From an optimization exercise on the open Yosys and OpenROAD flow, aimed at small area, a short achievable clock period and few clock cycles; shortcuts taken in it are not production practice. In this exercise RTL edits were held to simulation tests only and were not proved equivalent to the original. Power and IR drop assume default switching activity.

==> flow/design.v <==
package cpu_pkg;
	localparam logic [7:0] OP_NOP = 8'h00;
	localparam logic [7:0] OP_LDX = 8'h01, OP_LIX = 8'h02, OP_STX = 8'h03;
	localparam logic [7:0] OP_LDY = 8'h09, OP_LIY = 8'h0a, OP_STY = 8'h0b;
	localparam logic [7:0] OP_LDZ = 8'h11, OP_LIZ = 8'h12, OP_STZ = 8'h13;
	localparam logic [7:0] OP_INZ = 8'h15, OP_DEZ = 8'h16, OP_CLZ = 8'h17;
	localparam logic [7:0] OP_LDA = 8'h19, OP_LIA = 8'h1a, OP_STA = 8'h1b;
	localparam logic [7:0] OP_CLA = 8'h1c;
	localparam logic [7:0] OP_ADX = 8'h21, OP_ADY = 8'h22, OP_ADZ = 8'h23;
	localparam logic [7:0] OP_ADD = 8'h24, OP_ADI = 8'h25;
	localparam logic [7:0] OP_SUX = 8'h26, OP_SUY = 8'h27, OP_SUZ = 8'h28;
	localparam logic [7:0] OP_SUB = 8'h29, OP_SUI = 8'h2a;
	localparam logic [7:0] OP_LSL = 8'h36, OP_LSR = 8'h37, OP_ROL = 8'h38, OP_ROR = 8'h39;
	localparam logic [7:0] OP_JMP = 8'h41, OP_JZS = 8'h42, OP_JZC = 8'h43;
	localparam logic [7:0] OP_JCS = 8'h44, OP_JCC = 8'h45, OP_JSR = 8'h46, OP_RSR = 8'h47;
	localparam logic [7:0] OP_TXA = 8'h51, OP_TAX = 8'h52, OP_TYA = 8'h53;
	localparam logic [7:0] OP_TAY = 8'h54, OP_TZA = 8'h55, OP_TAZ = 8'h56;
	localparam logic [7:0] OP_CMP = 8'h61, OP_CMI = 8'h62;
	localparam logic [7:0] OP_CPX = 8'h63, OP_CPY = 8'h64, OP_CPZ = 8'h65, OP_CLC = 8'h66;
	localparam logic [7:0] OP_CLO = 8'h81, OP_OTX = 8'h82, OP_OTY = 8'h83;
	localparam logic [7:0] OP_OTZ = 8'h84, OP_OTA = 8'h85;
	localparam logic [7:0] OP_HLT = 8'hff;
endpackage
`timescale 1ns/1ps
module program_memory (
	input  logic       clk,
	input  logic       we,
	input  logic [7:0] waddr,
	input  logic [7:0] wdata,
	input  logic [6:0] fe_idx,	 
	input  logic [6:0] fo_idx,	 
	output logic [7:0] fe_data,
	output logic [7:0] fo_data,
	input  logic [7:0] daddr,	 
	output logic [7:0] ddata
);
	logic [7:0] ev [0:127];
	logic [7:0] od [0:127];
	always_ff @(posedge clk) begin
		if (we && !waddr[0]) ev[waddr[7:1]] <= wdata;
		if (we && waddr[0])  od[waddr[7:1]] <= wdata;
	end
	assign fe_data = ev[fe_idx];
	assign fo_data = od[fo_idx];
	assign ddata   = daddr[0] ? od[daddr[7:1]] : ev[daddr[7:1]];
endmodule
`timescale 1ns/1ps
module cpu_top #(
	parameter int MEM_DEPTH = 256
) (
	input  logic       clk,
	input  logic       rst,
	input  logic       run,
	input  logic       load_we,
	input  logic [7:0] load_addr,
	input  logic [7:0] load_data,
	output logic [7:0] port_out,
	output logic       port_strobe,
	output logic       halted
);
	function automatic logic two_byte(input logic [7:0] op);
		case (op)
			cpu_pkg::OP_LDX, cpu_pkg::OP_LIX, cpu_pkg::OP_STX, cpu_pkg::OP_LDY, cpu_pkg::OP_LIY, cpu_pkg::OP_STY,
			cpu_pkg::OP_LDZ, cpu_pkg::OP_LIZ, cpu_pkg::OP_STZ, cpu_pkg::OP_LDA, cpu_pkg::OP_LIA, cpu_pkg::OP_STA,
			cpu_pkg::OP_ADD, cpu_pkg::OP_ADI, cpu_pkg::OP_SUB, cpu_pkg::OP_SUI, cpu_pkg::OP_CMP, cpu_pkg::OP_CMI,
			cpu_pkg::OP_JMP, cpu_pkg::OP_JZS, cpu_pkg::OP_JZC, cpu_pkg::OP_JCS, cpu_pkg::OP_JCC, cpu_pkg::OP_JSR: two_byte = 1'b1;
			default: two_byte = 1'b0;
		endcase
	endfunction
	function automatic logic flag_writer(input logic [7:0] op);
		case (op)
			cpu_pkg::OP_CLA, cpu_pkg::OP_ADX, cpu_pkg::OP_ADY, cpu_pkg::OP_ADZ, cpu_pkg::OP_ADD, cpu_pkg::OP_ADI,
			cpu_pkg::OP_SUX, cpu_pkg::OP_SUY, cpu_pkg::OP_SUZ, cpu_pkg::OP_SUB, cpu_pkg::OP_SUI,
			cpu_pkg::OP_LSL, cpu_pkg::OP_LSR, cpu_pkg::OP_ROL, cpu_pkg::OP_ROR,
			cpu_pkg::OP_CMP, cpu_pkg::OP_CMI, cpu_pkg::OP_CPX, cpu_pkg::OP_CPY, cpu_pkg::OP_CPZ, cpu_pkg::OP_CLC: flag_writer = 1'b1;
			default: flag_writer = 1'b0;
		endcase
	endfunction
	function automatic logic is_store(input logic [7:0] op);
		is_store = (op == cpu_pkg::OP_STX) || (op == cpu_pkg::OP_STY) || (op == cpu_pkg::OP_STZ) || (op == cpu_pkg::OP_STA);
	endfunction
	function automatic logic is_cond(input logic [7:0] op);
		is_cond = (op == cpu_pkg::OP_JZS) || (op == cpu_pkg::OP_JZC) || (op == cpu_pkg::OP_JCS) || (op == cpu_pkg::OP_JCC);
	endfunction
	function automatic logic cond_true(input logic [7:0] op, input logic c, input logic z);
		case (op)
			cpu_pkg::OP_JZS:  cond_true = z;
			cpu_pkg::OP_JZC:  cond_true = !z;
			cpu_pkg::OP_JCS:  cond_true = c;
			cpu_pkg::OP_JCC:  cond_true = !c;
			default: cond_true = 1'b0;
		endcase
	endfunction
	logic       started_q, halted_q;
	logic [7:0] pc_q;		 
	logic [6:0] ie_q;		 
	logic [7:0] r_q;		 
	logic       d_valid, d_fw;
	logic       d_pz, d_pc_, d_ppol;	 
	logic [7:0] d_op, d_arg, d_pc, d_rold;
	logic [6:0] d_ie;
	logic       e_st, e_wx, e_wy, e_wz, e_wa, e_inz, e_dez, e_clz;
	logic       e_add, e_sub, e_cmp, e_lsl, e_lsr, e_rol, e_ror, e_cla, e_clc;
	logic       e_out, e_hlt;
	logic [7:0] e_arg, e_src;
	logic [7:0] x_q, y_q, z_q, a_q;
	logic       c_q, zf_q;
	logic [7:0] port_q;
	logic       strobe_q;
	logic       mem_we;
	logic [7:0] mem_waddr, mem_wdata;
	logic [7:0] fe, fo, dd;
	program_memory i_mem (
		.clk(clk), .we(mem_we), .waddr(mem_waddr), .wdata(mem_wdata),
		.fe_idx(ie_q), .fo_idx(pc_q[7:1]), .fe_data(fe), .fo_data(fo),
		.daddr(d_arg), .ddata(dd)
	);
	logic [7:0] nx, ny, nz, na;
	logic       nc, nzf;
	logic       inv;
	logic [7:0] alu_b, alu_t, alu_k;
	logic [8:0] sum;
	logic       zero;
	assign inv   = e_sub || e_cmp;
	assign alu_b = inv ? ~e_src : e_src;
	assign sum   = {1'b0, a_q} + {1'b0, alu_b} + {8'd0, inv};
	assign alu_t = a_q ^ alu_b;
	assign alu_k = {a_q[6:0] | alu_b[6:0], inv};
	assign zero  = (alu_t == alu_k);
	assign nx = e_wx ? e_src : x_q;
	assign ny = e_wy ? e_src : y_q;
	always_comb begin
		nz = z_q;
		if (e_wz)  nz = e_src;
		if (e_inz) nz = z_q + 8'd1;
		if (e_dez) nz = z_q - 8'd1;
		if (e_clz) nz = 8'd0;
	end
	always_comb begin
		na  = a_q;
		nc  = c_q;
		nzf = zf_q;
		if (e_wa) na = e_src;
		if (e_add || e_sub) na = sum[7:0];
		if (e_add) nc = sum[8];
		if (e_sub) nc = !sum[8];
		if (e_add || e_sub || e_cmp) nzf = zero;
		if (e_cmp) nc = !sum[8] || zero;	 
		if (e_lsl) {nc, na} = {a_q, 1'b0};
		if (e_rol) {nc, na} = {a_q, c_q};
		if (e_lsr) {na, nc} = {1'b0, a_q};
		if (e_ror) {na, nc} = {c_q, a_q};
		if (e_lsl || e_rol) nzf = (a_q[6:0] == 7'd0) && !(e_rol && c_q);
		if (e_lsr || e_ror) nzf = (a_q[7:1] == 7'd0) && !(e_ror && c_q);
		if (e_cla) begin
			na  = 8'd0;
			nc  = 1'b0;
			nzf = 1'b0;
		end
		if (e_clc) nc = 1'b0;
	end
	logic       lw_q;
	logic [7:0] la_q, ld_q;
	always_ff @(posedge clk) begin
		if (rst) lw_q <= 1'b0;
		else     lw_q <= load_we;
		la_q <= load_addr;
		ld_q <= load_data;
	end
	assign mem_we    = lw_q || e_st;
	assign mem_waddr = lw_q ? la_q : e_arg;
	assign mem_wdata = lw_q ? ld_q : e_src;
	logic [7:0] d_data, d_src;
	logic [6:0] d_arg_ie;
	logic       d_br_taken, haz_d, e_next;
	assign d_data   = (e_st && e_arg == d_arg) ? e_src : dd;	 
	assign d_arg_ie = d_arg[7:1] + {6'd0, d_arg[0]};
	assign d_br_taken = (d_pz && (nzf == d_ppol)) || (d_pc_ && (nc == d_ppol));
	assign haz_d    = e_st && d_valid && (e_arg[0] ? (e_arg[7:1] == d_pc[7:1]) : (e_arg[7:1] == d_ie));
	assign e_next   = d_valid && !haz_d && !halted_q && !e_hlt;
	always_comb begin
		case (d_op)
			cpu_pkg::OP_ADX, cpu_pkg::OP_SUX, cpu_pkg::OP_CPX, cpu_pkg::OP_TXA, cpu_pkg::OP_OTX, cpu_pkg::OP_STX: d_src = nx;
			cpu_pkg::OP_ADY, cpu_pkg::OP_SUY, cpu_pkg::OP_CPY, cpu_pkg::OP_TYA, cpu_pkg::OP_OTY, cpu_pkg::OP_STY: d_src = ny;
			cpu_pkg::OP_ADZ, cpu_pkg::OP_SUZ, cpu_pkg::OP_CPZ, cpu_pkg::OP_TZA, cpu_pkg::OP_OTZ, cpu_pkg::OP_STZ: d_src = nz;
			cpu_pkg::OP_TAX, cpu_pkg::OP_TAY, cpu_pkg::OP_TAZ, cpu_pkg::OP_OTA, cpu_pkg::OP_STA: d_src = na;
			cpu_pkg::OP_LDX, cpu_pkg::OP_LDY, cpu_pkg::OP_LDZ, cpu_pkg::OP_LDA, cpu_pkg::OP_ADD, cpu_pkg::OP_SUB, cpu_pkg::OP_CMP: d_src = d_data;
			cpu_pkg::OP_CLO: d_src = 8'd0;
			default: d_src = d_arg;	 
		endcase
	end
	logic       go, haz_f, f_cond, f_taken, f_jump, f_rsr, f_two, f_jsr;
	logic [7:0] op_f, arg_f, pc_p1, pc_p2;
	logic [6:0] arg_ie, r_ie;
	assign go     = started_q || run;
	assign op_f   = pc_q[0] ? fo : fe;
	assign arg_f  = pc_q[0] ? fe : fo;
	assign pc_p1  = pc_q + 8'd1;
	assign pc_p2  = pc_q + 8'd2;
	assign arg_ie = arg_f[7:1] + {6'd0, arg_f[0]};
	assign r_ie   = r_q[7:1] + {6'd0, r_q[0]};
	assign haz_f  = mem_we && (mem_waddr[0] ? (mem_waddr[7:1] == pc_q[7:1]) : (mem_waddr[7:1] == ie_q));
	assign f_cond = is_cond(op_f);
	assign f_jsr  = (op_f == cpu_pkg::OP_JSR);
	assign f_rsr  = (op_f == cpu_pkg::OP_RSR);
	assign f_two  = two_byte(op_f);
	assign f_taken = f_cond && !d_fw && cond_true(op_f, nc, nzf);
	assign f_jump = (op_f == cpu_pkg::OP_JMP) || f_jsr || f_taken;
	always_ff @(posedge clk) begin
		if (rst) begin
			started_q <= 1'b0;
			pc_q      <= 8'd0;
			ie_q      <= 7'd0;
			r_q       <= 8'd0;
			d_valid   <= 1'b0;
			d_fw      <= 1'b0;
			d_pz      <= 1'b0;
			d_pc_     <= 1'b0;
		end else begin
			started_q <= started_q || run;
			d_pz  <= 1'b0;
			d_pc_ <= 1'b0;
			d_fw  <= 1'b0;
			if (haz_d) begin
				pc_q    <= d_pc;	 
				ie_q    <= d_ie;
				r_q     <= d_rold;
				d_valid <= 1'b0;
			end else if (d_br_taken) begin
				pc_q    <= d_arg;
				ie_q    <= d_arg_ie;
				d_valid <= 1'b0;
			end else if (haz_f || !go) begin
				d_valid <= 1'b0;
			end else begin
				d_valid <= 1'b1;
				d_fw    <= flag_writer(op_f);
				d_pz    <= d_fw && (op_f == cpu_pkg::OP_JZS || op_f == cpu_pkg::OP_JZC);
				d_pc_   <= d_fw && (op_f == cpu_pkg::OP_JCS || op_f == cpu_pkg::OP_JCC);
				if (f_jump) begin
					pc_q <= arg_f;
					ie_q <= arg_ie;
				end else if (f_rsr) begin
					pc_q <= r_q;
					ie_q <= r_ie;
				end else if (f_two) begin
					pc_q <= pc_p2;
					ie_q <= ie_q + 7'd1;
				end else begin
					pc_q <= pc_p1;
					ie_q <= pc_q[7:1] + 7'd1;
				end
				if (f_jsr) begin
					r_q <= pc_p2;
				end
			end
		end
	end
	always_ff @(posedge clk) begin
		d_op   <= op_f;	 
		d_arg  <= arg_f;
		d_pc   <= pc_q;
		d_ie   <= ie_q;
		d_rold <= r_q;
		d_ppol <= !op_f[0];	 
		e_arg <= d_arg;
		e_src <= d_src;
	end
	always_ff @(posedge clk) begin
		if (rst) begin
			{e_st, e_wx, e_wy, e_wz, e_wa, e_inz, e_dez, e_clz} <= '0;
			{e_add, e_sub, e_cmp, e_lsl, e_lsr, e_rol, e_ror, e_cla, e_clc} <= '0;
			{e_out, e_hlt} <= '0;
		end else begin
			e_st  <= e_next && is_store(d_op);
			e_wx  <= e_next && (d_op == cpu_pkg::OP_LDX || d_op == cpu_pkg::OP_LIX || d_op == cpu_pkg::OP_TAX);
			e_wy  <= e_next && (d_op == cpu_pkg::OP_LDY || d_op == cpu_pkg::OP_LIY || d_op == cpu_pkg::OP_TAY);
			e_wz  <= e_next && (d_op == cpu_pkg::OP_LDZ || d_op == cpu_pkg::OP_LIZ || d_op == cpu_pkg::OP_TAZ);
			e_wa  <= e_next && (d_op == cpu_pkg::OP_LDA || d_op == cpu_pkg::OP_LIA || d_op == cpu_pkg::OP_TXA ||
			                    d_op == cpu_pkg::OP_TYA || d_op == cpu_pkg::OP_TZA);
			e_inz <= e_next && (d_op == cpu_pkg::OP_INZ);
			e_dez <= e_next && (d_op == cpu_pkg::OP_DEZ);
			e_clz <= e_next && (d_op == cpu_pkg::OP_CLZ);
			e_add <= e_next && (d_op == cpu_pkg::OP_ADX || d_op == cpu_pkg::OP_ADY || d_op == cpu_pkg::OP_ADZ ||
			                    d_op == cpu_pkg::OP_ADD || d_op == cpu_pkg::OP_ADI);
			e_sub <= e_next && (d_op == cpu_pkg::OP_SUX || d_op == cpu_pkg::OP_SUY || d_op == cpu_pkg::OP_SUZ ||
			                    d_op == cpu_pkg::OP_SUB || d_op == cpu_pkg::OP_SUI);
			e_cmp <= e_next && (d_op == cpu_pkg::OP_CMP || d_op == cpu_pkg::OP_CMI || d_op == cpu_pkg::OP_CPX ||
			                    d_op == cpu_pkg::OP_CPY || d_op == cpu_pkg::OP_CPZ);
			e_lsl <= e_next && (d_op == cpu_pkg::OP_LSL);
			e_lsr <= e_next && (d_op == cpu_pkg::OP_LSR);
			e_rol <= e_next && (d_op == cpu_pkg::OP_ROL);
			e_ror <= e_next && (d_op == cpu_pkg::OP_ROR);
			e_cla <= e_next && (d_op == cpu_pkg::OP_CLA);
			e_clc <= e_next && (d_op == cpu_pkg::OP_CLC);
			e_out <= e_next && (d_op == cpu_pkg::OP_CLO || d_op == cpu_pkg::OP_OTX || d_op == cpu_pkg::OP_OTY ||
			                    d_op == cpu_pkg::OP_OTZ || d_op == cpu_pkg::OP_OTA);
			e_hlt <= e_next && (d_op == cpu_pkg::OP_HLT);
		end
	end
	always_ff @(posedge clk) begin
		if (rst) begin
			x_q      <= 8'd0;
			y_q      <= 8'd0;
			z_q      <= 8'd0;
			a_q      <= 8'd0;
			c_q      <= 1'b0;
			zf_q     <= 1'b0;
			port_q   <= 8'd0;
			strobe_q <= 1'b0;
			halted_q <= 1'b0;
		end else begin
			x_q      <= nx;
			y_q      <= ny;
			z_q      <= nz;
			a_q      <= na;
			c_q      <= nc;
			zf_q     <= nzf;
			strobe_q <= e_out;
			if (e_out) port_q <= e_src;
			if (e_hlt) halted_q <= 1'b1;
		end
	end
	assign port_out    = port_q;
	assign port_strobe = strobe_q;
	assign halted      = halted_q;
endmodule
==> flow/run.sh <==
#!/bin/bash
# synth_recipe.tcl (not shown) runs the flow's synth.tcl, then flattens the netlist and writes it again
# the make line also repeats each setting of config.mk as NAME=value (left out here)
make -C /OpenROAD-flow-scripts/flow DESIGN_CONFIG=/design/flow/config.mk WORK_HOME=/design/flow/orfs CLKGATE_MAP_FILE= SYNTH_SCRIPT=/design/flow/synth_recipe.tcl finish
==> flow/config.mk <==
export PLATFORM = sky130hd
export DESIGN_NAME = cpu_top
export DESIGN_NICKNAME = cpu_top
export VERILOG_FILES = /design/flow/design.v
export SDC_FILE = /design/flow/constraint.sdc
export NUM_CORES = 4
export LEC_CHECK = 0
export CAP_MARGIN = 20
export CORE_MARGIN = 2
export CORE_UTILIZATION = 40
export SLEW_MARGIN = 20
==> flow/constraint.sdc <==
create_clock -name core_clock -period 10.0 [get_ports {clk}]
set_input_delay 2.0000 -clock core_clock [delete_from_list [all_inputs] [get_ports {clk}]]
set_output_delay 2.0000 -clock core_clock [all_outputs]
set_load 0.01 [all_outputs]
==> results of run 1 <==
## cells in the mapped netlist (29+ instances only)
master    count  area share (%)
a21oi_1      90            0.43
mux2i_1     278             2.6
inv_1        56            0.20
xnor2_1      50            0.41
edfxtp_1   2056              58
a22o_1       29            0.24
nor2_1      427             1.5
buf_2        78            0.37
a211oi_1     29            0.21
o211ai_1     32            0.23
nand4_1      34            0.20
a22oi_1      56            0.40
nand2_1     220            0.78
clkbuf_1    203            0.72
buf_4        33            0.23
buf_1       112            0.40
o21ai_0      61            0.29
nor3_1       35            0.17
nand3_1      63            0.30
xor2_1       35            0.29
nand2b_1     47            0.28
mux4_2     1126              24
o22ai_1      37            0.22
a31oi_1      34            0.20
dfxtp_1     170             3.2
mux2_2       85            0.90
nor2b_1      51            0.30
## final cells by class
cell class              instances  area (um2)  share of cell area, %
well taps                    3515        4400                   3.75
inverters                      59         221                  0.189
clock inverters               157        1680                   1.43
diodes                          4        10.0                0.00852
flip-flops and latches       2226       65200                   55.5
clock buffers                 249        5610                   4.78
repair buffers                179        1630                   1.39
multi-input cells            3105       38700                   32.9
## logic make-up (layout without fill, tap and decap cells)
kind of cell             after synthesis  after routing  synth area share (%)
other                                  0              4                     0
buffers and inverters                505            644                  2.14
XOR/XNOR                              85             85                 0.703
AO/OA/AOI/OAI                        526            526                  3.54
flip-flops                          2226           2226                  61.5
AND/OR/NAND/NOR                      973            973                  4.20
adder cells (fa/ha/maj)               25             25                 0.303
multiplexers                        1496           1496                  27.6
## path summary, 6_finish.rpt
check / startpoint / endpoint / slack [ns] / cells past startpoint
max: register / register / 3.28 / 13
max reg2reg: register / register / 3.28 / 13
min reg2reg: r_q[7]$_SDFFE_PP0P_ / d_rold[7]$_DFF_P_ / 0.43 / 0
min: r_q[7]$_SDFFE_PP0P_ / d_rold[7]$_DFF_P_ / 0.43 / 0
## worst reg2reg max path, stage by stage (launching register included)
cell	delay [ns]
dfxtp_4	0.92
buf_4	0.87
mux4_2	0.61
mux4_2	0.56
mux4_2	0.48
mux2i_1	0.79
and2_1	0.28
mux2_1	0.16
nand2_1	0.07
o32a_1	0.37
o21ai_4	0.59
mux2_2	0.42
a21o_1	0.17
o32ai_1	0.25
## power by group
group          internal, mW  switching, mW  leakage (nW)
clock                  4.85           3.67          3.54
combinational          5.80           8.52          12.3
sequential             11.4          0.693          19.9
## metrics by stage
| stage | area [um2] | hold WS [ns] | util (%) | setup slack [ns] |
|---|---|---|---|---|
| floorplan | 106000 | 0.329 | - | 5.34 |
| global placement | 110000 | 0.409 | 41.8 | 3.28 |
| detailed placement | 110000 | 0.414 | 41.9 | 3.33 |
| CTS | 117000 | 0.423 | 44.6 | 3.27 |
| global route | 117000 | 0.430 | 44.7 | 2.99 |
| finish | 117000 | 0.427 | 44.7 | 3.28 |
## routing by layer
| layer | global-route usage [%] | wire, um | vias to the layer above |
|---|---|---|---|
| met3 | 5.55 | 37000 | 583 |
| met1 | 35.1 | 133000 | 32975 |
| met2 | 36.5 | 150000 | 3973 |
| met4 | 8.88 | 14100 | 10 |
| met5 | 0 | 54 | - |
| li1 | - | - | 24346 |
==> Flow_metrics.wiki, run 1 <==
{| class="wikitable"
! Metric !! Value
|-
| Total vias in the final route || 61.9k
|-
| Number of levels the H-tree was split into || 4
|-
| Root cell of the clock tree || clkbuf_16
|-
| Yosys warning count || 2
|-
| Most numerous cell on the critical path || mux4_2
|-
| Async SR Flop Fraction || 0%
|-
| Post-synthesis instance total || 5836
|-
| Count of endpoints failing hold in the final timing report || 0
|-
| Final RePlAce weighted congestion || 0.930
|-
| Post-synth cell types || 93
|-
| Synth-to-Final Area Change || 10.9%
|-
| Largest net degree at the start of global routing || 162
|-
| Highest fanout seen on the critical path || 43
|-
| Worst path max stage delay || 0.92 ns
|-
| Number of buffers inserted by hold repair at cts || 0
|-
| Final HPWL from detailed placement || 214000 um
|-
| Area of the die || 269000 um2
|-
| Endpoint arrival time on the critical path || 7.42 ns
|-
| TritonCTS clock tree || done
|-
| Number of global-route vias before repair || 60.5k
|-
| Critical-path cell list || buf_4 > mux4_2 > mux4_2 > mux4_2 > mux2i_1 > and2_1 > mux2_1 > nand2_1 > o32a_1 > o21ai_4 > mux2_2 > a21o_1 > o32ai_1
|-
| Number of I/O pins || 30
|-
| Achievable clock frequency || 0.149 GHz
|-
| Post-detailed-route via-to-cell ratio || 6.52
|-
| Deepest clock path buffer count || 3
|-
| Slew headroom || 19.3%
|-
| Gate family responsible for the most delay along the worst path || multiplexers
|-
| Total power consumption of the routed design || 35.0 mW
|-
| Starting utilization of the core area || 40.3%
|-
| Average detailed-routed wire length per instance || 35.2 um
|-
| Final layout net count || 5832
|-
| Placed cell count || 9078
|-
| Type of the setup path with the least slack || reg -> reg
|-
| CTS Sinks || 2226
|-
| Run status || finished clean
|-
| Port buffer count || 29
|-
| Number of buffer and inverter instances along the worst setup path || 1
|-
| X dimension of the die || 518 um
|-
| Setup TNS || 0 ns
|-
| Total count of max-transition violations in the final report || 0
|-
| Core area || 263000 um2
|-
| Clock slew seen by the registers of the worst setup and hold paths || 0.06 ns
|-
| Number of buffers inserted by post-CTS setup repair || 0
|-
| Layout filler cell count || 22.4k
|-
| Max Cap Viol || 0
|-
| # DRC || 0
|-
| Post-synth EDFFs || 2056
|-
| Initial DRC count || 9192
|-
| Non-filler cells in the finished layout || 9494
|-
| Total wirelength of the detailed-routed design || 334000 um
|-
| CP endpoint kind || register
|-
| Data required time of the worst path || 10.70 ns
|-
| Setup repair after global routing missed its margin || false
|-
| GRT Resource Usage Total || 24.4%
|-
| Commonest cells after routing, fill and taps aside || 2056 x edfxtp_1, 1126 x mux4_2, 396 x nor2_1
|-
| Congestion Overflow GR || 0
|-
| Synthesized area || 106000 um2
|-
| Leakage || 35.8 nW
|-
| Actual transition at the worst max-transition pin || 1.21 ns
|-
| Clock insertion delay at the later pin of the skew report || 0.89 ns
|-
| Number of iterations in the first detailed-routing pass || 8
|-
| Height of the die || 518 um
|-
| Worst Setup Start Kind || register
|-
| Final critical-path share of the clock period || 67.2%
|-
| Portion of the post-synthesis area used by sequential elements || 61.5%
|-
| Post-synthesis register bit count || 2226
|-
| Hold Path Class || reg -> reg
|-
| Final setup fails || 0
|-
| Top flip-flop cell by instance count after synthesis || edfxtp_1
|-
| Remaining number of nets flagged by the antenna check after routing || 0
|-
| Total number of placement rows || 188
|-
| Power Dens Cells || 298 nW/um2
|-
| Initial antenna violation count || 18
|-
| Share of final-layout standard cells stronger than drive strength 1 || 29.9%
|-
| Wire length of the first global-routing pass || 470000 um
|-
| Inserted Clock Buffers || 216
|-
| Largest voltage drop on the vdd net || 0.365 mV
|-
| Crit path max-delay cell type || dfxtp_4
|-
| Mean instance size in the synthesized netlist || 18.1 um2
|-
| Largest clock skew in the final design || 0.0241 ns
|-
| Most frequent standard cell in the layout excluding fill and tap cells || edfxtp_1
|-
| Min cycle time layout || 6.72 ns
|-
| Post_cts resized || 0
|-
| Total nets after synthesis || 5881
|}
Testbench counts, summed over its fixed seeds: cycles 29,957.
==> inputs of run 2 (changes only) <==
--- a/flow/config.mk
+++ b/flow/config.mk
@@ -5,7 +5,9 @@
 export SDC_FILE = /design/flow/constraint.sdc
 export NUM_CORES = 4
 export LEC_CHECK = 0
+export ABC_AREA = 1
 export CAP_MARGIN = 20
 export CORE_MARGIN = 2
 export CORE_UTILIZATION = 40
+export SETUP_SLACK_MARGIN = 5
 export SLEW_MARGIN = 20
==> Flow_metrics.wiki, run 2 <==
{| class="wikitable"
! Metric !! Value
|-
| Deepest clock path buffer count || 4
|-
| Internal Power || 21.3 mW
|-
| Area of the die || 282000 um2
|-
| Final layout net count || 11.8k
|-
| Endpoint arrival time on the critical path || 5.83 ns
|-
| Final setup fails || 0
|-
| Total wirelength of the detailed-routed design || 449000 um
|-
| Top flip-flop cell by instance count after synthesis || edfxtp_1
|-
| Post-synthesis register bit count || 2226
|-
| Hold Path Class || reg -> reg
|-
| Synthesized area || 111000 um2
|-
| Post-synthesis instance total || 12.1k
|-
| Main area contributors after synthesis || edfxtp_1 56%, nand3_1 9.2%, nand2_1 9.2%, o21ai_0 6.0%, nor2_1 4.6%
|-
| Largest clock skew in the final design || 0.0651 ns
|-
| Register-to-register setup slack || 4.83 ns
|-
| Root cell of the clock tree || clkbuf_16
|-
| # DRC || 0
|-
| Mean instance size in the synthesized netlist || 9.16 um2
|-
| Setup TNS || 0 ns
|-
| Inserted Clock Buffers || 238
|-
| Total count of max-transition violations in the final report || 0
|-
| Post-Place Cell Area || 114000 um2
|-
| Comb pwr share || 49.2%
|-
| Start point of the worst min-delay path || ie_q[3]$_SDFFE_PP0N_
|-
| Remaining number of nets flagged by the antenna check after routing || 0
|-
| Destination of the worst hold path || d_ie[3]$_DFF_P_
|-
| CP endpoint kind || register
|-
| Post-detailed-route via-to-cell ratio || 6.33
|-
| Share of the synthesized area in the top cell type || 55.6%
|-
| Total number of placement rows || 193
|-
| Max Cap Viol || 0
|-
| Instance count along the most critical hold path || 0
|-
| Switching power summed over all nets || 19.5 mW
|-
| Core area || 276000 um2
|-
| Count of endpoints failing hold in the final timing report || 0
|-
| Number of I/O pins || 30
|-
| Cell accounting for the most synthesized area || edfxtp_1
|-
| Core occupancy in the finished layout || 44.5%
|-
| Largest voltage drop on the vdd net || 0.243 mV
|-
| Leading post-synthesis cells by instance count || 2717 x nand2_1, 2056 x edfxtp_1, 2039 x nand3_1
|-
| Capture point of the worst reg-to-reg path || e_src[5]$_DFFE_PP_
|-
| Type of the setup path with the least slack || reg -> reg
|-
| Worst Setup Start Kind || register
|-
| Count of cells along the worst register-to-register path || 9
|-
| Min cycle time layout || 5.17 ns
|-
| Total vias in the final route || 98.8k
|-
| Highest fanout seen on the critical path || 79
|-
| Setup repair after global routing missed its margin || false
|-
| Sequential share of power || 28.9%
|-
| Clock insertion delay at the later pin of the skew report || 0.97 ns
|-
| Port buffer count || 29
|-
| Number of levels the H-tree was split into || 4
|-
| Final critical-path share of the clock period || 51.7%
|-
| Initial DRC count || 16.5k
|-
| Achievable clock frequency || 0.193 GHz
|-
| Final HPWL from detailed placement || 259000 um
|-
| Starting utilization of the core area || 40.2%
|-
| GRT Resource Usage Total || 30.4%
|-
| Most used standard cell by instance count after synthesis || nand2_1
|-
| Slew headroom || 16.9%
|-
| Total nets after synthesis || 12.2k
|-
| Height of the die || 531 um
|-
| Largest net degree at the start of global routing || 228
|-
| Clock slew seen by the registers of the worst setup and hold paths || 0.07 ns
|-
| Async SR Flop Fraction || 0%
|-
| Number of iterations in the first detailed-routing pass || 7
|-
| Power Dens Cells || 332 nW/um2
|-
| Number of global-route vias before repair || 91.5k
|-
| Yosys warning count || 2
|-
| Final RePlAce weighted congestion || 0.981
|-
| Synth-to-Final Area Change || 10.8%
|-
| Average detailed-routed wire length per instance || 28.8 um
|-
| Leakage || 42.4 nW
|-
| TritonCTS clock tree || done
|-
| Cell area after layout || 123000 um2
|-
| Share of final-layout standard cells stronger than drive strength 1 || 6.35%
|-
| Reg2Reg Launch Point || d_arg[3]$_DFF_P_
|-
| Post-synth cell types || 58
|-
| Most frequent standard cell in the layout excluding fill and tap cells || nand2_1
|-
| Congestion Overflow GR || 0
|-
| Run status || finished clean
|-
| Post-synth EDFFs || 2056
|-
| Net switching share of the total power || 47.8%
|-
| Portion of the post-synthesis area used by sequential elements || 58.6%
|-
| Actual transition at the worst max-transition pin || 1.24 ns
|-
| CTS Sinks || 2226
|-
| Commonest cells after routing, fill and taps aside || 2712 x nand2_1, 2056 x edfxtp_1, 2030 x nand3_1
|-
| Data required time of the worst path || 10.66 ns
|-
| Initial antenna violation count || 12
|-
| Clock share of power || 21.9%
|-
| X dimension of the die || 531 um
|-
| Wire length of the first global-routing pass || 634000 um
|}
==> run 2: cell types whose count changed in the layout (fill, tap and decap cells not counted), moves of 77 or more <==
cell      delta
o22ai_1    +231
mux4_2    -1126
o221ai_1   +160
a21oi_1    +278
o21ai_0   +1252
mux2i_1    -272
nand2_1   +2492
inv_1      +215
nand3_1   +1967
mux2_2      -77
o211ai_1    +77
nor2_1     +890
==> run 2: worst max-delay path by stage <==
stage | startpoint | to | slack (ns) | cells past startpoint
floorplan | lw_q$_SDFF_PP0_ | i_mem.ev[0][5]$_DFFE_PP_ | 4.56 | 3
global placement | register | register | 4.09 | 24
detailed placement | register | register | 4.14 | 24
CTS | register | pc_q[3]$_SDFFE_PP0N_ | 4.99 | 24
global route | register | register | 5.00 | 24
finish | d_arg[3]$_DFF_P_ | e_src[5]$_DFFE_PP_ | 4.83 | 9
==> run 2: per-stage QoR <==
stage | power [mW] | hold WS (ns) | setup slack, ns | std cells
6_report | 40.8 | 0.385 | 4.83 | 15603
5_1_grt | 42.0 | 0.394 | 5.00 | 15602
4_1_cts | 39.4 | 0.375 | 4.99 | 15559
3_5_place_dp | 30.1 | 0.364 | 4.14 | 15107
3_3_place_gp | 29.8 | 0.360 | 4.09 | 15100
2_1_floorplan | 23.2 | 0.329 | 4.56 | 12136
==> run 2: layout make-up <==
cell class	count	area [um2]
diodes	2	5.00
clock buffers	308	6350
clock inverters	117	1300
fillers	25688	153000
inverters	295	1240
multi-input cells	8664	40700
flip-flops and latches	2226	65200
well taps	3705	4640
repair buffers	283	3620
repair inverters	3	28.8
==> run 2: worst max-delay path, cell delays in order (launching register included) <==
cell      delay, ns
dfxtp_4        0.58
buf_12         0.54
buf_4          0.71
o221ai_1       0.25
nand3_1        0.32
nand3_1        0.29
a32o_1         0.37
o21ai_0        0.85
o31ai_1        0.44
a2111o_1       0.47
==> run 2: logic make-up (layout without fill, tap and decap cells) <==
| logic type | after synthesis | after routing | share of synthesized area, % |
|---|---|---|---|
| compound gates | 2347 | 2347 | 11.9 |
| xor+xnor | 52 | 52 | 0.410 |
| fa+ha+maj | 25 | 25 | 0.288 |
| buf+inv | 1246 | 1006 | 5.08 |
| flops | 2226 | 2226 | 58.6 |
| mux | 5 | 5 | 0.0450 |
| other cells | 0 | 2 | 0 |
| simple gates | 6235 | 6235 | 23.6 |
==> run 2: layer usage <==
| metal | part of all wire (%) | vias up | global-route usage, % |
|---|---|---|---|
| met1 | 37 | 47670 | 40.3 |
| li1 | - | 42146 | - |
| met5 | 0.015 | - | 0.103 |
| met4 | 7.0 | 10 | 18.7 |
| met2 | 43 | 7496 | 45.3 |
| met3 | 13 | 1500 | 6.88 |
==> run 2: what timing repair did <==
item / in CTS / in global routing
resized for setup: 61 / 69
cloned: 11 / 10
hold buffers: 0 / 0
endpoints found under the setup margin: 48 / 61
pin swaps: 1 / 1
setup buffers: 16 / 23
==> run 2: power groups by stage <==
stage | registers (mW) | clock network (mW) | logic (mW)
2_1_floorplan | 11.8 | 0 | 11.4
3_3_place_gp | 12.1 | 0 | 17.7
3_5_place_dp | 12.1 | 0 | 18.0
4_1_cts | 11.8 | 8.98 | 18.7
5_1_grt | 11.8 | 9.32 | 20.9
6_report | 11.8 | 8.95 | 20.1
==> inputs of run 3 (changes only) <==
--- a/flow/design.v
+++ b/flow/design.v
@@ -79,6 +79,23 @@
 	function automatic logic is_store(input logic [7:0] op);
 		is_store = (op == cpu_pkg::OP_STX) || (op == cpu_pkg::OP_STY) || (op == cpu_pkg::OP_STZ) || (op == cpu_pkg::OP_STA);
 	endfunction
+	function automatic logic jump_or_read(input logic [7:0] op);
+		case (op)
+			cpu_pkg::OP_LDX, cpu_pkg::OP_LDY, cpu_pkg::OP_LDZ, cpu_pkg::OP_LDA,
+			cpu_pkg::OP_ADD, cpu_pkg::OP_SUB, cpu_pkg::OP_CMP,
+			cpu_pkg::OP_JMP, cpu_pkg::OP_JZS, cpu_pkg::OP_JZC, cpu_pkg::OP_JCS, cpu_pkg::OP_JCC, cpu_pkg::OP_JSR: jump_or_read = 1'b1;
+			default: jump_or_read = 1'b0;
+		endcase
+	endfunction
+	function automatic logic [6:0] even_word(input logic [7:0] a);
+		even_word[0] = a[1] ^ (&a[0:0]);
+		even_word[1] = a[2] ^ (&a[1:0]);
+		even_word[2] = a[3] ^ (&a[2:0]);
+		even_word[3] = a[4] ^ (&a[3:0]);
+		even_word[4] = a[5] ^ (&a[4:0]);
+		even_word[5] = a[6] ^ (&a[5:0]);
+		even_word[6] = a[7] ^ (&a[6:0]);
+	endfunction
 	function automatic logic is_cond(input logic [7:0] op);
 		is_cond = (op == cpu_pkg::OP_JZS) || (op == cpu_pkg::OP_JZC) || (op == cpu_pkg::OP_JCS) || (op == cpu_pkg::OP_JCC);
 	endfunction
@@ -95,13 +112,13 @@
 	logic [7:0] pc_q;		 
 	logic [6:0] ie_q;		 
 	logic [7:0] r_q;		 
-	logic       d_valid, d_fw;
+	logic       d_valid, d_fw, d_stale;	 
 	logic       d_pz, d_pc_, d_ppol;	 
 	logic [7:0] d_op, d_arg, d_pc, d_rold;
 	logic [6:0] d_ie;
 	logic       e_st, e_wx, e_wy, e_wz, e_wa, e_inz, e_dez, e_clz;
 	logic       e_add, e_sub, e_cmp, e_lsl, e_lsr, e_rol, e_ror, e_cla, e_clc;
-	logic       e_out, e_hlt;
+	logic       e_out;
 	logic [7:0] e_arg, e_src;
 	logic [7:0] x_q, y_q, z_q, a_q;
 	logic       c_q, zf_q;
@@ -172,12 +189,18 @@
 	assign mem_wdata = lw_q ? ld_q : e_src;
 	logic [7:0] d_data, d_src;
 	logic [6:0] d_arg_ie;
-	logic       d_br_taken, haz_d, e_next;
+	logic       d_br_taken, haz_d, e_next, d_hit, d_hit_op, d_hit_arg, d_late;
+	logic [7:0] d_argv;
 	assign d_data   = (e_st && e_arg == d_arg) ? e_src : dd;	 
 	assign d_arg_ie = d_arg[7:1] + {6'd0, d_arg[0]};
 	assign d_br_taken = (d_pz && (nzf == d_ppol)) || (d_pc_ && (nc == d_ppol));
-	assign haz_d    = e_st && d_valid && (e_arg[0] ? (e_arg[7:1] == d_pc[7:1]) : (e_arg[7:1] == d_ie));
-	assign e_next   = d_valid && !haz_d && !halted_q && !e_hlt;
+	assign d_hit    = e_st && d_valid && (e_arg[0] ? (e_arg[7:1] == d_pc[7:1]) : (e_arg[7:1] == d_ie));
+	assign d_hit_op = d_hit && (e_arg[0] == d_pc[0]);
+	assign d_hit_arg = d_hit && (e_arg[0] != d_pc[0]);
+	assign d_late   = jump_or_read(d_op);
+	assign haz_d    = d_hit_op || ((d_hit_arg || d_stale) && d_late);
+	assign d_argv   = d_hit_arg ? e_src : d_arg;	 
+	assign e_next   = d_valid && !haz_d && !halted_q;
 	always_comb begin
 		case (d_op)
 			cpu_pkg::OP_ADX, cpu_pkg::OP_SUX, cpu_pkg::OP_CPX, cpu_pkg::OP_TXA, cpu_pkg::OP_OTX, cpu_pkg::OP_STX: d_src = nx;
@@ -186,10 +209,10 @@
 			cpu_pkg::OP_TAX, cpu_pkg::OP_TAY, cpu_pkg::OP_TAZ, cpu_pkg::OP_OTA, cpu_pkg::OP_STA: d_src = na;
 			cpu_pkg::OP_LDX, cpu_pkg::OP_LDY, cpu_pkg::OP_LDZ, cpu_pkg::OP_LDA, cpu_pkg::OP_ADD, cpu_pkg::OP_SUB, cpu_pkg::OP_CMP: d_src = d_data;
 			cpu_pkg::OP_CLO: d_src = 8'd0;
-			default: d_src = d_arg;	 
+			default: d_src = d_argv;	 
 		endcase
 	end
-	logic       go, haz_f, f_cond, f_taken, f_jump, f_rsr, f_two, f_jsr;
+	logic       go, haz_f, f_hit, f_hit_arg, f_cond, f_taken, f_jump, f_rsr, f_two, f_jsr;
 	logic [7:0] op_f, arg_f, pc_p1, pc_p2;
 	logic [6:0] arg_ie, r_ie;
 	assign go     = started_q || run;
@@ -197,9 +220,11 @@
 	assign arg_f  = pc_q[0] ? fe : fo;
 	assign pc_p1  = pc_q + 8'd1;
 	assign pc_p2  = pc_q + 8'd2;
-	assign arg_ie = arg_f[7:1] + {6'd0, arg_f[0]};
+	assign arg_ie = even_word(arg_f);
 	assign r_ie   = r_q[7:1] + {6'd0, r_q[0]};
-	assign haz_f  = mem_we && (mem_waddr[0] ? (mem_waddr[7:1] == pc_q[7:1]) : (mem_waddr[7:1] == ie_q));
+	assign f_hit  = mem_we && (mem_waddr[0] ? (mem_waddr[7:1] == pc_q[7:1]) : (mem_waddr[7:1] == ie_q));
+	assign haz_f  = f_hit && (mem_waddr[0] == pc_q[0]);	 
+	assign f_hit_arg = f_hit && (mem_waddr[0] != pc_q[0]);
 	assign f_cond = is_cond(op_f);
 	assign f_jsr  = (op_f == cpu_pkg::OP_JSR);
 	assign f_rsr  = (op_f == cpu_pkg::OP_RSR);
@@ -213,6 +238,7 @@
 			ie_q      <= 7'd0;
 			r_q       <= 8'd0;
 			d_valid   <= 1'b0;
+			d_stale   <= 1'b0;
 			d_fw      <= 1'b0;
 			d_pz      <= 1'b0;
 			d_pc_     <= 1'b0;
@@ -221,6 +247,7 @@
 			d_pz  <= 1'b0;
 			d_pc_ <= 1'b0;
 			d_fw  <= 1'b0;
+			d_stale <= 1'b0;
 			if (haz_d) begin
 				pc_q    <= d_pc;	 
 				ie_q    <= d_ie;
@@ -234,6 +261,7 @@
 				d_valid <= 1'b0;
 			end else begin
 				d_valid <= 1'b1;
+				d_stale <= f_hit_arg;
 				d_fw    <= flag_writer(op_f);
 				d_pz    <= d_fw && (op_f == cpu_pkg::OP_JZS || op_f == cpu_pkg::OP_JZC);
 				d_pc_   <= d_fw && (op_f == cpu_pkg::OP_JCS || op_f == cpu_pkg::OP_JCC);
@@ -258,19 +286,19 @@
 	end
 	always_ff @(posedge clk) begin
 		d_op   <= op_f;	 
-		d_arg  <= arg_f;
+		d_arg  <= f_hit_arg ? mem_wdata : arg_f;
 		d_pc   <= pc_q;
 		d_ie   <= ie_q;
 		d_rold <= r_q;
 		d_ppol <= !op_f[0];	 
-		e_arg <= d_arg;
+		e_arg <= d_argv;
 		e_src <= d_src;
 	end
 	always_ff @(posedge clk) begin
 		if (rst) begin
 			{e_st, e_wx, e_wy, e_wz, e_wa, e_inz, e_dez, e_clz} <= '0;
 			{e_add, e_sub, e_cmp, e_lsl, e_lsr, e_rol, e_ror, e_cla, e_clc} <= '0;
-			{e_out, e_hlt} <= '0;
+			e_out <= 1'b0;
 		end else begin
 			e_st  <= e_next && is_store(d_op);
 			e_wx  <= e_next && (d_op == cpu_pkg::OP_LDX || d_op == cpu_pkg::OP_LIX || d_op == cpu_pkg::OP_TAX);
@@ -295,7 +323,6 @@
 			e_clc <= e_next && (d_op == cpu_pkg::OP_CLC);
 			e_out <= e_next && (d_op == cpu_pkg::OP_CLO || d_op == cpu_pkg::OP_OTX || d_op == cpu_pkg::OP_OTY ||
 			                    d_op == cpu_pkg::OP_OTZ || d_op == cpu_pkg::OP_OTA);
-			e_hlt <= e_next && (d_op == cpu_pkg::OP_HLT);
 		end
 	end
 	always_ff @(posedge clk) begin
@@ -318,7 +345,7 @@
 			zf_q     <= nzf;
 			strobe_q <= e_out;
 			if (e_out) port_q <= e_src;
-			if (e_hlt) halted_q <= 1'b1;
+			if (e_next && d_op == cpu_pkg::OP_HLT) halted_q <= 1'b1;	 
 		end
 	end
 	assign port_out    = port_q;
==> flow/flow/run.sh (new file) <==
#!/bin/bash
export SETUP_SLACK_MARGIN=6
bash standard.sh > standard.log 2>&1
==> flow/standard.sh (new file) <==
#!/bin/bash
# synth_recipe.tcl (not shown) runs the flow's synth.tcl, then flattens the netlist and writes it again
# the make line also repeats each setting of config.mk as NAME=value (left out here)
make -C /OpenROAD-flow-scripts/flow DESIGN_CONFIG=/design/flow/config.mk WORK_HOME=/design/flow/orfs CLKGATE_MAP_FILE= SYNTH_SCRIPT=/design/flow/synth_recipe.tcl "${@:-finish}"
--- a/flow/config.mk
+++ b/flow/config.mk
@@ -9,5 +9,5 @@
 export CAP_MARGIN = 20
 export CORE_MARGIN = 2
 export CORE_UTILIZATION = 40
-export SETUP_SLACK_MARGIN = 5
 export SLEW_MARGIN = 20
+export TNS_END_PERCENT = 20
removed: flow/run.sh
==> Flow_metrics.wiki, run 3 <==
{| class="wikitable"
! Metric !! Value
|-
| Run status || finished clean
|-
| Data required time of the worst path || 10.79 ns
|-
| Final setup fails || 0
|-
| Share of final-layout standard cells stronger than drive strength 1 || 10.1%
|-
| Count of endpoints failing hold in the final timing report || 0
|-
| Worst path max stage delay || 0.57 ns
|-
| Total power consumption of the routed design || 44.5 mW
|-
| Async SR Flop Fraction || 0%
|-
| Hold Path Class || reg -> reg
|-
| Layout filler cell count || 25.1k
|-
| X dimension of the die || 530 um
|-
| Total vias in the final route || 103k
|-
| Final critical-path share of the clock period || 43.6%
|-
| Post-synth cell types || 59
|-
| Leading post-synthesis cells by instance count || 2781 x nand2_1, 2056 x edfxtp_1, 2041 x nand3_1
|-
| # DRC || 0
|-
| Hold_ws || 0.391 ns
|-
| Post-synthesis register bit count || 2226
|-
| Post-Place Cell Area || 114000 um2
|-
| Cell area after layout || 128000 um2
|-
| Number of buffer and inverter instances along the worst setup path || 3
|-
| Mean instance size in the synthesized netlist || 9.10 um2
|-
| Leakage || 44.6 nW
|-
| Reg2Reg Launch Point || d_arg[1]$_DFF_P_
|-
| Starting utilization of the core area || 40.2%
|-
| Number of iterations in the first detailed-routing pass || 12
|-
| Total number of placement rows || 193
|-
| Most frequent standard cell in the layout excluding fill and tap cells || nand2_1
|-
| Initial DRC count || 17.8k
|-
| Slew headroom || 15.3%
|-
| Post-synthesis instance total || 12.2k
|-
| Core area || 276000 um2
|-
| Largest net degree at the start of global routing || 188
|-
| Achievable clock frequency || 0.229 GHz
|-
| Number of levels the H-tree was split into || 4
|-
| Deepest clock path buffer count || 4
|-
| Top flip-flop cell by instance count after synthesis || edfxtp_1
|-
| Final RePlAce weighted congestion || 0.989
|-
| Clock slew seen by the registers of the worst setup and hold paths || 0.07 ns
|-
| GRT Resource Usage Total || 32.3%
|-
| Yosys warning count || 2
|-
| Main area contributors after synthesis || edfxtp_1 56%, nand2_1 9.4%, nand3_1 9.2%, o21ai_0 5.7%, nor2_1 4.6%
|-
| Type of the setup path with the least slack || reg -> reg
|-
| Crit path max-delay cell type || a31oi_1
|-
| TritonCTS clock tree || done
|-
| Cell accounting for the most synthesized area || edfxtp_1
|-
| Average detailed-routed wire length per instance || 30.6 um
|-
| Count of cells along the worst register-to-register path || 12
|-
| Total wirelength of the detailed-routed design || 485000 um
|-
| CP endpoint kind || register
|-
| Congestion Overflow GR || 0
|-
| Portion of the post-synthesis area used by sequential elements || 58.8%
|-
| Post-synth EDFFs || 2056
|-
| Number of global-route vias before repair || 94.3k
|-
| Instance count along the most critical hold path || 0
|-
| Initial antenna violation count || 15
|-
| Register-to-register setup slack || 5.64 ns
|-
| Port buffer count || 29
|-
| Synthesized area || 111000 um2
|-
| Post-detailed-route via-to-cell ratio || 6.47
|-
| Setup repair after global routing missed its margin || true
|-
| Root cell of the clock tree || clkbuf_16
|-
| Highest fanout seen on the critical path || 65
|-
| Height of the die || 530 um
|-
| Actual transition at the worst max-transition pin || 1.27 ns
|-
| Critical-path cell list || inv_16 > buf_8 > buf_6 > o21ai_0 > o22ai_1 > a21oi_1 > a31oi_1 > a221o_1 > o21ai_0 > o32ai_2 > nand2_1 > a31oi_1
|-
| Largest voltage drop on the vdd net || 0.266 mV
|-
| Total nets after synthesis || 12.2k
|-
| Endpoint arrival time on the critical path || 5.15 ns
|-
| CTS Sinks || 2226
|-
| Clock insertion delay at the later pin of the skew report || 0.95 ns
|-
| Power Dens Cells || 346 nW/um2
|-
| Destination of the worst hold path || d_pc[5]$_DFF_P_
|-
| Capture point of the worst reg-to-reg path || e_src[7]$_DFFE_PP_
|-
| Reg area || 65200 um2
|-
| Final HPWL from detailed placement || 258000 um
|-
| Share of the synthesized area in the top cell type || 55.7%
|-
| Worst Setup Start Kind || register
|-
| Final layout net count || 12.0k
|-
| Remaining number of nets flagged by the antenna check after routing || 0
|-
| Largest clock skew in the final design || 0.0783 ns
|-
| Area of the die || 281000 um2
|-
| Max Cap Viol || 0
|-
| Min cycle time layout || 4.36 ns
|-
| Multi-input logic area || 42300 um2
|-
| Synth-to-Final Area Change || 15.9%
|-
| Wire length of the first global-routing pass || 665000 um
|-
| Setup TNS || 0 ns
|-
| Total count of max-transition violations in the final report || 0
|-
| Gate family responsible for the most delay along the worst path || compound AO/OA/AOI/OAI gates
|-
| Number of I/O pins || 30
|-
| Commonest cells after routing, fill and taps aside || 2724 x nand2_1, 2056 x edfxtp_1, 1959 x nand3_1
|-
| Start point of the worst min-delay path || pc_q[5]$_SDFFE_PP0N_
|-
| Most used standard cell by instance count after synthesis || nand2_1
|-
| Inserted Clock Buffers || 239
|}
-- run 3: how the worst max path moves through the flow --
stage | startpoint | end | slack (ns) | cells after the start
6_report | d_arg[1]$_DFF_P_ | e_src[7]$_DFFE_PP_ | 5.64 | 12
2_1_floorplan | lw_q$_SDFF_PP0_ | i_mem.ev[0][5]$_DFFE_PP_ | 4.52 | 3
5_1_grt | d_arg[1]$_DFF_P_ | e_src[0]$_DFFE_PP_ | 5.72 | 12
4_1_cts | lw_q$_SDFF_PP0_ | i_mem.od[13][6]$_DFFE_PP_ | 5.75 | 8
3_5_place_dp | register | register | 4.17 | 24
3_3_place_gp | register | register | 4.21 | 24
-- run 3: timing repair --
item | CTS | global route
gates cloned | 68 | 54
gates resized for setup | 299 | 371
setup endpoints to repair | 722 | 1684
buffers inserted | 70 | 66
hold buffers | 0 | 0
pin swaps | 16 | 42
-- run 3: cell type report --
cell class | count | area share (%)
Multi-Input combinational cell | 8712 | 32.9
Tap cell | 3705 | 3.61
Sequential cell | 2226 | 50.7
Timing Repair Buffer | 464 | 5.54
Clock buffer | 295 | 4.90
Inverter | 295 | 1.06
Timing Repair inverter | 15 | 0.164
Antenna cell | 6 | 0.0117
Clock inverter | 138 | 1.03
-- run 3: metrics by stage --
stage,util (%),worst slack [ns],cells
after floorplan,-,4.52,12181
after global placement,41.2,4.21,15155
after detailed placement,41.2,4.17,15157
after CTS,45.4,5.75,15728
after global routing,46.5,5.72,15852
final,46.6,5.64,15856
-- run 3: logic make-up (layout without fill, tap and decap cells) --
kind of cell    after synthesis  after routing  synth area share [%]
fa+ha+maj                    26             26                 0.300
flops                      2226           2226                  58.8
buf+inv                    1246           1207                  4.72
xor+xnor                     55             55                 0.435
mux                           2              2                0.0181
other cells                   0              6                     0
compound gates             2338           2338                  11.9
simple gates               6288           6291                  23.8
-- run 3: where the power goes --
part | internal (mW) | total (mW) | switching, mW
combinational | 6.49 | 23.8 | 17.3
clock | 5.06 | 8.94 | 3.88
sequential | 11.4 | 11.8 | 0.449
total | 22.9 | 44.5 | 21.6
-- run 3: metal layers --
layer	up-vias	part of all wire, %	track usage (%)
li1	42741	-	-
met1	49250	35	41.7
met2	8656	43	47.9
met3	1871	14	8.26
met4	16	7.2	21.2
met5	-	0.022	0
Testbench counts of run 3, summed over its fixed seeds: cycles 29,414.
==> inputs of run 4 (changes only) <==
--- a/flow/config.mk
+++ b/flow/config.mk
@@ -8,6 +8,6 @@
 export ABC_AREA = 1
 export CAP_MARGIN = 20
 export CORE_MARGIN = 2
-export CORE_UTILIZATION = 40
+export CORE_UTILIZATION = 55
 export SLEW_MARGIN = 20
 export TNS_END_PERCENT = 20
==> Flow_metrics.wiki, run 4 <==
{| class="wikitable"
! Metric !! Value
|-
| Run status || finished clean
|-
| Remaining number of nets flagged by the antenna check after routing || 0
|-
| Height of the die || 453 um
|-
| Initial DRC count || 18.0k
|-
| Port buffer count || 29
|-
| Highest fanout seen on the critical path || 136
|-
| Data required time of the worst path || 10.71 ns
|-
| Min cycle time layout || 4.48 ns
|-
| Synth-to-Final Area Change || 14.9%
|-
| Post-synthesis register bit count || 2226
|-
| Average detailed-routed wire length per instance || 32.0 um
|-
| Start point of the worst min-delay path || pc_q[4]$_SDFFE_PP0N_
|-
| Capture point of the worst reg-to-reg path || e_src[0]$_DFFE_PP_
|-
| Clock share of power || 19.5%
|-
| Commonest cells after routing, fill and taps aside || 2718 x nand2_1, 2056 x edfxtp_1, 1961 x nand3_1
|-
| Area of the die || 205000 um2
|-
| Most frequent standard cell in the layout excluding fill and tap cells || nand2_1
|-
| Number of buffers inserted by hold repair at cts || 0
|-
| Number of I/O pins || 30
|-
| Number of buffer and inverter instances along the worst setup path || 3
|-
| Share of the synthesized area in the top cell type || 55.7%
|-
| Top flip-flop cell by instance count after synthesis || edfxtp_1
|-
| Post-synthesis instance total || 12.2k
|-
| Max Cap Viol || 0
|-
| Achievable clock frequency || 0.223 GHz
|-
| Instance count along the most critical hold path || 0
|-
| Gate family responsible for the most delay along the worst path || compound AO/OA/AOI/OAI gates
|-
| Core area || 200000 um2
|-
| Final HPWL from detailed placement || 251000 um
|-
| Share of final-layout standard cells stronger than drive strength 1 || 9.60%
|-
| Main area contributors after synthesis || edfxtp_1 56%, nand2_1 9.4%, nand3_1 9.2%, o21ai_0 5.7%, nor2_1 4.6%
|-
| Final RePlAce weighted congestion || 0.980
|-
| Wire length of the first global-routing pass || 653000 um
|-
| Most numerous cell on the critical path || nand3_1
|-
| TritonCTS clock tree || done
|-
| Actual transition at the worst max-transition pin || 1.34 ns
|-
| Post-synth EDFFs || 2056
|-
| Leakage || 44.8 nW
|-
| Mean instance size in the synthesized netlist || 9.10 um2
|-
| Slew headroom || 10.7%
|-
| Portion of the post-synthesis area used by sequential elements || 58.8%
|-
| Largest voltage drop on the vdd net || 0.280 mV
|-
| Largest clock skew in the final design || 0.0445 ns
|-
| CP endpoint kind || register
|-
| Most used standard cell by instance count after synthesis || nand2_1
|-
| Yosys warning count || 2
|-
| GRT Resource Usage Total || 43.8%
|-
| Total number of placement rows || 164
|-
| Total count of max-transition violations in the final report || 0
|-
| Power Dens Cells || 349 nW/um2
|-
| Starting utilization of the core area || 55.4%
|-
| Synthesized area || 111000 um2
|-
| Post-detailed-route via-to-cell ratio || 6.90
|-
| Largest net degree at the start of global routing || 202
|-
| Sequential share of power || 26.5%
|-
| Type of the setup path with the least slack || reg -> reg
|-
| X dimension of the die || 453 um
|-
| Total nets after synthesis || 12.2k
|-
| Comb pwr share || 54.0%
|-
| Hold Path Class || reg -> reg
|-
| Worst path max stage delay || 0.62 ns
|-
| Deepest clock path buffer count || 3
|-
| Internal Power || 22.9 mW
|-
| Root cell of the clock tree || clkbuf_16
|-
| Congestion Overflow GR || 0
|-
| Number of global-route vias before repair || 93.2k
|-
| Clock insertion delay at the later pin of the skew report || 0.92 ns
|-
| Initial antenna violation count || 16
|-
| Final critical-path share of the clock period || 44.8%
|-
| Count of cells along the worst register-to-register path || 12
|-
| Worst Setup Start Kind || register
|-
| Async SR Flop Fraction || 0%
|-
| Crit path max-delay cell type || dfxtp_4
|-
| Total vias in the final route || 102k
|-
| Net switching share of the total power || 48.4%
|-
| Inserted Clock Buffers || 235
|-
| Layout filler cell count || 16.1k
|-
| Post-synth cell types || 59
|-
| Leading post-synthesis cells by instance count || 2781 x nand2_1, 2056 x edfxtp_1, 2041 x nand3_1
|-
| Setup repair after global routing missed its margin || true
|-
| Number of levels the H-tree was split into || 4
|-
| Register-to-register setup slack || 5.52 ns
|-
| Setup TNS || 0 ns
|-
| Hold_ws || 0.401 ns
|-
| Endpoint arrival time on the critical path || 5.19 ns
|-
| Total wirelength of the detailed-routed design || 475000 um
|-
| Final setup fails || 0
|-
| Critical-path cell list || buf_4 > buf_4 > buf_12 > o21ai_0 > o21ai_0 > o211ai_1 > nand3_1 > nand3_1 > nand3_1 > a32o_1 > nand2_1 > a21oi_1
|-
| Final layout net count || 12.0k
|-
| Destination of the worst hold path || d_pc[4]$_DFF_P_
|-
| Cell accounting for the most synthesized area || edfxtp_1
|-
| Switching power summed over all nets || 21.5 mW
|-
| Number of iterations in the first detailed-routing pass || 9
|-
| # DRC || 0
|-
| Clock slew seen by the registers of the worst setup and hold paths || 0.07 ns
|-
| Reg2Reg Launch Point || d_arg[1]$_DFF_P_
|-
| CTS Sinks || 2226
|-
| Count of endpoints failing hold in the final timing report || 0
|}
-- run 4: cell count changes in the layout (fill, tap and decap cells not counted), sizes merged --
cell,previous run,this run
clkbuf,335,354
buf,382,392
bufinv,25,17
bufbuf,14,19
inv,296,300
clkinvlp,18,15
nand2,2793,2794
-- run 4: worst max path at each step --
stage                                start                  endpoint  cells past startpoint
after floorplan            lw_q$_SDFF_PP0_  i_mem.ev[0][5]$_DFFE_PP_                      3
after global placement            register                  register                     24
after detailed placement          register                  register                     24
after CTS                  lw_q$_SDFF_PP0_  i_mem.od[0][1]$_DFFE_PP_                      8
after global routing      d_arg[1]$_DFF_P_        e_src[2]$_DFFE_PP_                     18
final                     d_arg[1]$_DFF_P_        e_src[0]$_DFFE_PP_                     12
-- run 4: power by group through the flow --
| stage | registers, mW | clock network (mW) | logic, mW |
|---|---|---|---|
| 3_3_place_gp | 12.2 | 0 | 18.2 |
| 5_1_grt | 11.8 | 9.00 | 24.6 |
| 4_1_cts | 11.8 | 8.64 | 21.1 |
| 6_report | 11.8 | 8.66 | 24.0 |
| 2_1_floorplan | 11.8 | 0 | 11.5 |
| 3_5_place_dp | 12.2 | 0 | 18.4 |
-- run 4: routing by layer --
metal	global-route usage [%]	share of wire, %
met4	29.5	7.9
met2	63.5	42
met5	0	0.024
met3	11.3	15
met1	58.0	35
-- run 4: kinds of logic after synthesis --
logic type / Yosys count / share of synthesized area, %
AOI/OAI and AO/OA: 2338 / 11.9
xor gates and xnor gates: 55 / 0.435
adders and majority gates: 26 / 0.300
buffers and inverters: 1246 / 4.72
DFF: 2226 / 58.8
muxes: 2 / 0.0181
and+or+nand+nor: 6288 / 23.8
-- run 4: what timing repair did --
| action | in CTS | in global routing |
|---|---|---|
| gates resized for setup | 318 | 277 |
| gates cloned | 66 | 62 |
| pin swaps | 19 | 52 |
| setup buffers | 73 | 75 |
| hold endpoints to repair | 0 | 0 |
| endpoints found under the setup margin | 463 | 1008 |
-- run 4: stage by stage --
stage	instances	instance area, um2	total power, mW	setup slack [ns]	util, %
final	14835	127000	44.5	5.52	63.6
after floorplan	12181	111000	23.3	4.52	-
after global placement	14109	112000	30.4	3.75	56.2
after global routing	14830	127000	45.4	5.75	63.6
after detailed placement	14113	113000	30.6	3.82	56.3
after CTS	14690	124000	41.5	5.85	62.0
-- run 4: layout make-up --
class | count | area (um2) | area share (%)
multi-input combinational | 8713 | 42100 | 33.1
clock inverter | 132 | 1100 | 0.863
clock buffer | 306 | 6380 | 5.01
tap | 2656 | 3320 | 2.61
sequential | 2226 | 65200 | 51.2
timing repair inverter | 14 | 164 | 0.129
inverter | 295 | 1340 | 1.05
timing repair buffer | 487 | 7660 | 6.01
antenna | 6 | 15.0 | 0.0118

## static timing again, ports no longer ideal
The flow's constraints put no driver on any port. The routed layouts listed below were extracted and timed again, unchanged, in two steps.
Step 1 sets driving cells, clkbuf_16 on the clock port and buf_2 on the other inputs (assumed; they add their load-dependent delay and slew).
Step 2 times the ports against the registers' clock, not the clock port: input delays grow and output delays shrink by t, the midpoint of the rising clock arrivals with the driver on.
Slacks: ideal ports / drivers / drivers and shift; pairs: ideal ports / drivers.
run	t (ns)	setup WS [ns]	clock arrival spread, ns
run 1	0.968	3.277 / 3.277 / 3.277	0.031 / 0.031
run 2	1.026	4.831 / 4.831 / 4.831	0.083 / 0.082
run 3	1.021	5.642 / 5.642 / 5.642	0.080 / 0.080
run 4	0.993	5.519 / 5.519 / 5.519	0.045 / 0.044
After both steps setup and hold are still met in every run listed.
